This is an optimization exercise on Yosys and OpenROAD, whose aim is small area, not a production implementation.
Only simulation tests tie the RTL to the original design; equivalence was not proved.
Power and IR drop assume default switching activity.

## design/flow/design.v

```verilog
`default_nettype none
package scene_pkg;
    typedef struct packed {
        logic [7:0] r;
        logic [7:0] g;
        logic [7:0] b;
    } rgb_t;
    typedef struct packed {
        logic [11:0] x;     
        logic [10:0] y;     
    } raster_pos_t;
    typedef struct packed {
        logic d;     
        logic v;
        logic h;
    } sync_t;
    typedef struct packed {
        logic v;
        logic h;
    } blank_t;
endpackage
`default_nettype wire
`timescale 1ns/1ps
`default_nettype none
module raster_tracker
(
    input  wire logic        clk_i,
    input  wire logic        rst_i,
    input  wire logic        cen_i,         
    input  scene_pkg::blank_t           blank_i,
    output scene_pkg::raster_pos_t      pos_o,
    output logic             frame_tick_o   
);
    scene_pkg::blank_t      blank_q;     
    scene_pkg::raster_pos_t pos_q;
    logic h_fall;
    logic h_rise;
    logic v_fall;
    assign h_fall = blank_q.h & ~blank_i.h;     
    assign h_rise = ~blank_q.h & blank_i.h;     
    assign v_fall = blank_q.v & ~blank_i.v;     
    always_ff @(posedge clk_i) begin
        if (rst_i) begin
            blank_q <= '0;
            pos_q   <= '0;
        end else if (cen_i) begin
            blank_q <= blank_i;
            if (h_fall) begin
                pos_q.x <= '0;
            end else if (!blank_i.h) begin
                pos_q.x <= pos_q.x + 12'd1;
            end
            if (v_fall) begin
                pos_q.y <= '0;
            end else if (h_rise) begin
                pos_q.y <= pos_q.y + 11'd1;
            end
        end
    end
    assign pos_o = pos_q;
    assign frame_tick_o = cen_i & v_fall;
endmodule
`default_nettype wire
`timescale 1ns/1ps
`default_nettype none
module snowflake_unit
#(
    parameter int unsigned FLAKE_INDEX = 0
) (
    input  wire logic        clk_i,
    input  wire logic        rst_i,
    input  wire logic        cen_i,
    input  wire logic        frame_tick_i,    
    input  scene_pkg::raster_pos_t      pos_i,
    output logic             hit_o
);
    localparam int unsigned INIT_X = (160 * FLAKE_INDEX) % 1920;
    localparam int unsigned INIT_Y = (90 * FLAKE_INDEX) % 1080;
    localparam logic [3:0]  FLAKE_SPEED = 4'((FLAKE_INDEX % 8) + 1);
    localparam int unsigned ARM_W = 2;      
    logic [11:0] flake_x_q;
    logic [10:0] flake_y_q;
    logic [11:0] y_sum;         
    logic [11:0] x_shift;       
    logic [11:0] x_wrapped;
    logic [11:0] dx;
    logic [10:0] dy;
    logic [12:0] d_sum;
    logic        in_box;
    logic        in_shape;
    assign y_sum     = {1'b0, flake_y_q} + {8'd0, FLAKE_SPEED};
    assign x_shift   = flake_x_q + 12'(137);
    assign x_wrapped = (x_shift >= 12'(1920)) ? x_shift - 12'(1920) : x_shift;
    always_ff @(posedge clk_i) begin
        if (rst_i) begin
            flake_x_q <= 12'(INIT_X);
            flake_y_q <= 11'(INIT_Y);
        end else if (cen_i && frame_tick_i) begin
            if (y_sum >= 12'(1080)) begin
                flake_y_q <= '0;             
                flake_x_q <= x_wrapped;      
            end else begin
                flake_y_q <= y_sum[10:0];
            end
        end
    end
    assign dx = (pos_i.x >= flake_x_q) ? pos_i.x - flake_x_q : flake_x_q - pos_i.x;
    assign dy = (pos_i.y >= flake_y_q) ? pos_i.y - flake_y_q : flake_y_q - pos_i.y;
    assign d_sum = {1'b0, dx} + {2'b00, dy};
    assign in_box = (dx <= 12'(8)) && (dy <= 11'(8));
    always_comb begin
        in_shape = 1'b0;
        if (dx < 12'(ARM_W) && dy < 11'(ARM_W)) begin
            in_shape = 1'b1;                             
        end else if (dy < 11'(ARM_W) && dx < 12'(8)) begin
            in_shape = 1'b1;                             
        end else if (dx < 12'(ARM_W) && dy < 11'(8)) begin
            in_shape = 1'b1;                             
        end else if (dx == {1'b0, dy} && dx < 12'(8)) begin
            in_shape = 1'b1;                             
        end else if (d_sum < 13'd3 && (dx > 12'd1 || dy > 11'd1)) begin
            in_shape = 1'b1;                             
        end
    end
    assign hit_o = in_box & in_shape;
endmodule
`default_nettype wire
`timescale 1ns/1ps
`default_nettype none
module pacman_sprite
(
    input  scene_pkg::raster_pos_t      pos_i,
    output logic             hit_o
);
    logic signed [31:0] rel_x;      
    logic signed [31:0] rel_y;
    logic signed [31:0] abs_y;
    logic signed [31:0] dist_sq;
    logic               in_circle;
    logic               in_mouth;
    assign rel_x = $signed({20'd0, pos_i.x}) - 32'sd960;
    assign rel_y = $signed({21'd0, pos_i.y}) - 32'sd250;
    assign abs_y = (rel_y < 0) ? -rel_y : rel_y;
    assign dist_sq   = rel_x * rel_x + rel_y * rel_y;
    assign in_circle = dist_sq < 32'sd900;
    assign in_mouth = (rel_x > 0) && ((abs_y <<< 6) < rel_x * 32'sd45);
    assign hit_o = in_circle & ~in_mouth;
endmodule
`default_nettype wire
`timescale 1ns/1ps
`default_nettype none
module scene_compositor
(
    input  wire logic                    clk_i,
    input  wire logic                    rst_i,
    input  wire logic                    cen_i,
    input  scene_pkg::raster_pos_t                  pos_i,
    input  wire logic [12-1:0] flake_hit_i,    
    input  wire logic                    pac_hit_i,
    input  scene_pkg::sync_t                        sync_i,
    output scene_pkg::rgb_t                         rgb_o,
    output scene_pkg::sync_t                        sync_o
);
    logic [11:0] cell_x;        
    logic [10:0] cell_y;
    logic        in_field;
    logic        dot_hit;
    scene_pkg::rgb_t  pix;
    scene_pkg::rgb_t  rgb_q;
    scene_pkg::sync_t sync_q;
    assign cell_x = pos_i.x % 12'(50);
    assign cell_y = pos_i.y % 11'(50);
    assign in_field = (pos_i.x >= 12'(80)) && (pos_i.x < 12'(1840)) &&
                      (pos_i.y >= 11'(80)) && (pos_i.y < 11'(1000));
    assign dot_hit = in_field &&
                     (cell_x >= 12'(22)) && (cell_x < 12'(28)) &&
                     (cell_y >= 11'(22)) && (cell_y < 11'(28));
    always_comb begin
        pix = '0;                                    
        if (dot_hit) begin
            pix = scene_pkg::rgb_t'(24'hFF_FF_FF);
        end
        if (pac_hit_i) begin
            pix = scene_pkg::rgb_t'(24'hFF_FF_00);
        end
        for (int i = 0; i < 12; i++) begin
            if (flake_hit_i[i]) begin
                pix = scene_pkg::rgb_t'(24'hFF_FF_FF);          
            end
        end
    end
    always_ff @(posedge clk_i) begin
        if (rst_i) begin
            rgb_q  <= '0;
            sync_q <= '0;
        end else if (cen_i) begin
            rgb_q  <= pix;
            sync_q <= sync_i;
        end
    end
    assign rgb_o  = rgb_q;
    assign sync_o = sync_q;
endmodule
`default_nettype wire
`timescale 1ns/1ps
`default_nettype none
module snow_scene_top
(
    input  wire logic  clk_i,
    input  wire logic  rst_i,
    input  wire logic  cen_i,        
    input  scene_pkg::rgb_t       vid_rgb_i,    
    input  scene_pkg::blank_t      blank_i,
    input  scene_pkg::sync_t      sync_i,
    output scene_pkg::sync_t      sync_o,       
    output scene_pkg::rgb_t       rgb_o
);
    scene_pkg::raster_pos_t             pos;
    logic                    frame_tick;
    logic [12-1:0] flake_hit;
    logic                    pac_hit;
    raster_tracker u_raster_tracker (
        .clk_i        (clk_i),
        .rst_i        (rst_i),
        .cen_i        (cen_i),
        .blank_i      (blank_i),
        .pos_o        (pos),
        .frame_tick_o (frame_tick)
    );
    for (genvar i = 0; i < 12; i++) begin : gen_flakes
        snowflake_unit #(
            .FLAKE_INDEX (i)
        ) u_flake (
            .clk_i        (clk_i),
            .rst_i        (rst_i),
            .cen_i        (cen_i),
            .frame_tick_i (frame_tick),
            .pos_i        (pos),
            .hit_o        (flake_hit[i])
        );
    end
    pacman_sprite u_pacman (
        .pos_i (pos),
        .hit_o (pac_hit)
    );
    scene_compositor u_compositor (
        .clk_i       (clk_i),
        .rst_i       (rst_i),
        .cen_i       (cen_i),
        .pos_i       (pos),
        .flake_hit_i (flake_hit),
        .pac_hit_i   (pac_hit),
        .sync_i      (sync_i),
        .rgb_o       (rgb_o),
        .sync_o      (sync_o)
    );
endmodule
`default_nettype wire
```

## design/flow/run.sh

```bash
#!/bin/bash
# synth_recipe.tcl (not shown) runs the flow's synth.tcl, then flattens the netlist and writes it again
# the make line also repeats each setting of config.mk as NAME=value (left out here)
make -C /OpenROAD-flow-scripts/flow DESIGN_CONFIG=/design/flow/config.mk WORK_HOME=/design/flow/orfs CLKGATE_MAP_FILE= SYNTH_SCRIPT=/design/flow/synth_recipe.tcl finish
```

## design/flow/config.mk

```make
export PLATFORM = sky130hd
export DESIGN_NAME = snow_scene_top
export DESIGN_NICKNAME = snow_scene_top
export VERILOG_FILES = /design/flow/design.v
export SDC_FILE = /design/flow/constraint.sdc
export NUM_CORES = 4
export LEC_CHECK = 0
export CAP_MARGIN = 20
export CORE_MARGIN = 2
export CORE_UTILIZATION = 40
export SLEW_MARGIN = 20
```

## design/flow/constraint.sdc

```tcl
create_clock -name core_clock -period 14.0 [get_ports {clk_i}]
set_input_delay 2.8000 -clock core_clock [delete_from_list [all_inputs] [get_ports {clk_i}]]
set_output_delay 2.8000 -clock core_clock [all_outputs]
set_load 0.01 [all_outputs]
```

==> reports/metrics.csv <==
stage,metric,value,unit
min_path,worstHoldStart,gen_flakes[11].u_flake.flake_x_q[11],
logic_synthesis,synthesis.instances,7544,
grt,first_global_vias,52051,
clocking,ctsRootBufferMaster,clkbuf_16,
place,place_ws,0.467,ns
route,wl_per_cell,19.6,um
worst_setup_path,cp.required,14.52,ns
run_status,run_status,timing/DRC/antenna clean,
floorplanning,core_region_area,0.148,mm2
layout,final_net_count,8890,
min_path,holdCritPathClass,reg2reg,
pwr,power.leakage,30.5,nW
timing,number_of_failing_hold_endpoints_at_the_final_stage,0,
clocking,clk_pin_slew,0.06,ns
worst_setup_path,data_arrival_time_of_the_worst_path,13.44,ns
place,placement.io_buffers,34,
layout,final_core_utilization,43.3,%
floorplanning,die-height,391,um
worst_setup_path,critical_path.endpoint_type,flop,
clocking,numClockSinks,299,
route,route.final.wire_length,186000,um
worst_setup_path,critical-path-max-stage-delay,0.65,ns
logic_synthesis,synth_cell_types,112,
place,place.gp.congestion,0.942,
grt,grt.total_usage,24.0,%
clocking,cts_repair_resize_count,0,
pwr,power.total,7.53,mW
min_path,worstHoldPathCells,2,
worst_setup_path,worst_path_most_repeated_cell,fa_1,
clocking,post_cts_buffers,0,
worst_setup_path,timing.critical_path.fanout_max,5,
route,final_antenna_net_count,0,
floorplanning,initial_utilization,40.4,%
clocking,clk-insertion-delay-late,0.65,ns
layout,post_route_cells_drive_above_1_share,4.99,%
layout,finalNonFillerCells,9479,
logic_synthesis,ys_seq_area_share,10.0,%
worst_setup_path,worstReg2RegStart,u_raster_tracker.pos_q[1],
grt,largest_net_degree_at_the_start_of_global_routing,61,
floorplanning,die_w,391,um
grt,overflow,0,
timing,final.period_utilization,92.3,%
route,vias,53915,
timing,final.setup_skew,0.0380,ns
timing,slew_violations,0,
layout,insertedDiodeCount,0,
grt,grt_pass1_wl,292000,um
layout,area_delta_synth_final,7.23,%
pwr,peakVddDrop,1.16,mV
worst_setup_path,timing.reg2reg.worst_path_depth,54,
logic_synthesis,netlist_area,0.0599,mm2
logic_synthesis,synth_enable_flop_cells,0,
layout,num-fill-cells,15010,
place,detailed_place.area,0.0627,mm2
logic_synthesis,ys.warnings.count,14,
timing,hold_ws,0.496,ns
pwr,power_density,117,mW/mm2
worst_setup_path,worst_path_max_delay_cell,fa_2,
floorplanning,rows,141,
place,dpl.cell_count,9397,
route,dr.first_iter.drc_count,4057,
logic_synthesis,synth.avg_cell_area,7.94,um2
timing,setup_ws,1.08,ns
logic_synthesis,async_reset_ff_share,0,%
run,max_cap_viol_count,0,
floorplanning,die_area,0.153,mm2
clocking,cts_hold_repair.buffers,0,
worst_setup_path,timing.setup.critical_path_class,reg2reg,
worst_setup_path,worst-r2r-setup-slack,1.08,ns
clocking,clock_path_buffers,3,
logic_synthesis,postSynthRegisterBits,299,
clocking,cts_max_level,2,
clocking,cts_buffers,45,
clocking,tritoncts,yes,
timing,grt_setup_unrepaired,false,
timing,worst_slew_pin_slew,1.24,ns
place,place.detailed.hpwl,139000,um
layout,design_area,0.0642,mm2
logic_synthesis,synth-main-ff-cell,dfxtp_1,
worst_setup_path,setup.worst_path.start_class,flop,
timing,final.min_clock_period,12.92,ns
route,via_per_inst,5.69,
timing,slew-limit-headroom,16.0,%
timing,maximum_clock_frequency,77.4,MHz
timing,timing.setup.tns,0,ns
timing,setup-violations-final,0,
route,remaining_drc_errors,0,
route,drt_pre_antenna_iters,6,
floorplanning,boundaryPins,59,
worst_setup_path,r2r-end,u_compositor.rgb_q[22],
min_path,whs_endpoint,gen_flakes[11].u_flake.flake_x_q[11],
grt,antenna_found_initial,8,
sequential cells by signal, summed over array words and instances (netlist names):
name / cells
u_raster_tracker.pos_q: 23
gen_flakes.u_flake.flake_x_q: 144
u_raster_tracker.blank_q: 2
u_compositor.sync_q: 3
gen_flakes.u_flake.flake_y_q: 125
u_compositor.rgb_q: 2
power by group:
group          internal, mW  total (mW)  switching, mW
Clock                 0.677        1.17          0.496
Combinational          2.29        5.48           3.20
Sequential            0.857       0.871         0.0137
Total                  3.82        7.53           3.71
layer usage:
metal  GRT usage (%)  up-vias  routed length, um
li1                -    26061                  -
met1            32.6    25996              82800
met2            39.1     1563              84000
met3            3.18      295              12900
met4            7.64        0               6540
met5               0        -                  0
critical path, delay by kind of cell, from the launching register on:
| kind | cells | cell delay, ns |
|---|---|---|
| buf+inv | 6 | 0.45 |
| flops | 1 | 0.35 |
| simple gates | 13 | 2.27 |
| compound gates | 19 | 3.33 |
| xor+xnor | 2 | 0.35 |
| fa+ha+maj | 14 | 6.04 |
cell families (layout without fill, tap and decap cells):
logic type	count (synthesis)	after routing	share of synthesized area, %
compound gates	2038	2038	22.3
xor+xnor	564	564	8.29
fa+ha+maj	1344	1344	33.0
buf+inv	1259	1245	8.06
flops	299	299	10.0
mux	228	228	3.95
other cells	2	21	0.0125
simple gates	1810	1810	14.5
cell usage after synthesis (141+ instances only):
cell type  count  area share (%)
xnor2_1      441             6.5
ha_1         955              20
a21o_1       308             3.9
mux2i_1      173             2.9
nor2_1       517             3.2
nand3_1      164             1.4
o21bai_1     147             1.8
a21oi_1      573             4.8
clkbuf_1     206             1.3
nand2_1      469             2.9
fa_1         389              13
dfxtp_1      299              10
o21ai_0      395             3.3
inv_1        990             6.2
nor3_1       141             1.2
cells in the final DEF, fill, tap and decap left out, drive strengths merged, types with 125 or more instances in the layout:
cell type	instances
o21ai	404
mux2i	173
inv	999
buf	125
dfxtp	299
a21oi	578
nand3	166
nor3	141
nor2	517
o21bai	147
fa	389
xnor2	443
a21o	309
nand2	469
ha	955
area by class of cell:
type                    instances  area [um2]  area share [%]
flip-flops and latches        299        6020            9.38
clock buffers                  66        1330            2.07
clock inverters                16         145           0.226
repair buffers                158        1280            2.00
inverters                    1005        3770            5.88
multi-input cells            6005       49200            76.7
well taps                    1930        2410            3.76
how the worst max path moves through the flow:
stage                                    startpoint                endpoint  depth (start not counted)
after detailed placement  u_raster_tracker.pos_q[1]   u_compositor.rgb_q[7]                         55
after floorplan           u_raster_tracker.pos_q[1]  u_compositor.rgb_q[22]                         56
final                     u_raster_tracker.pos_q[1]  u_compositor.rgb_q[22]                         54
after global placement    u_raster_tracker.pos_q[1]   u_compositor.rgb_q[7]                         55
after global routing      u_raster_tracker.pos_q[1]  u_compositor.rgb_q[22]                         54
after CTS                 u_raster_tracker.pos_q[1]   u_compositor.rgb_q[7]                         55

## separate check: timing with driven ports
The results above use ideal ports. As a check the final layout listed here was re-extracted and re-timed, cells and wires unchanged.
Step 1 sets driving cells, clkbuf_16 on the clock port and buf_2 on the other inputs (assumed; they add their load-dependent delay and slew).
Step 2 moves the port delays by t, midway between the first and last clock arrival at a register: inputs arrive t later, outputs are due t later. That takes back most of the time a late clock gives input paths.
Three values: ideal ports, drivers, drivers and shift; two values: the first two.
t, ns: 0.692
setup slack, ns: 1.079 / 1.079 / 1.079
slew at the worst register clock pin (ns): 0.06 / 0.06
After both steps this run still meets setup and hold. The setup slack of this run moves by 0.000 ns with the drivers and by 0.000 ns with both steps.
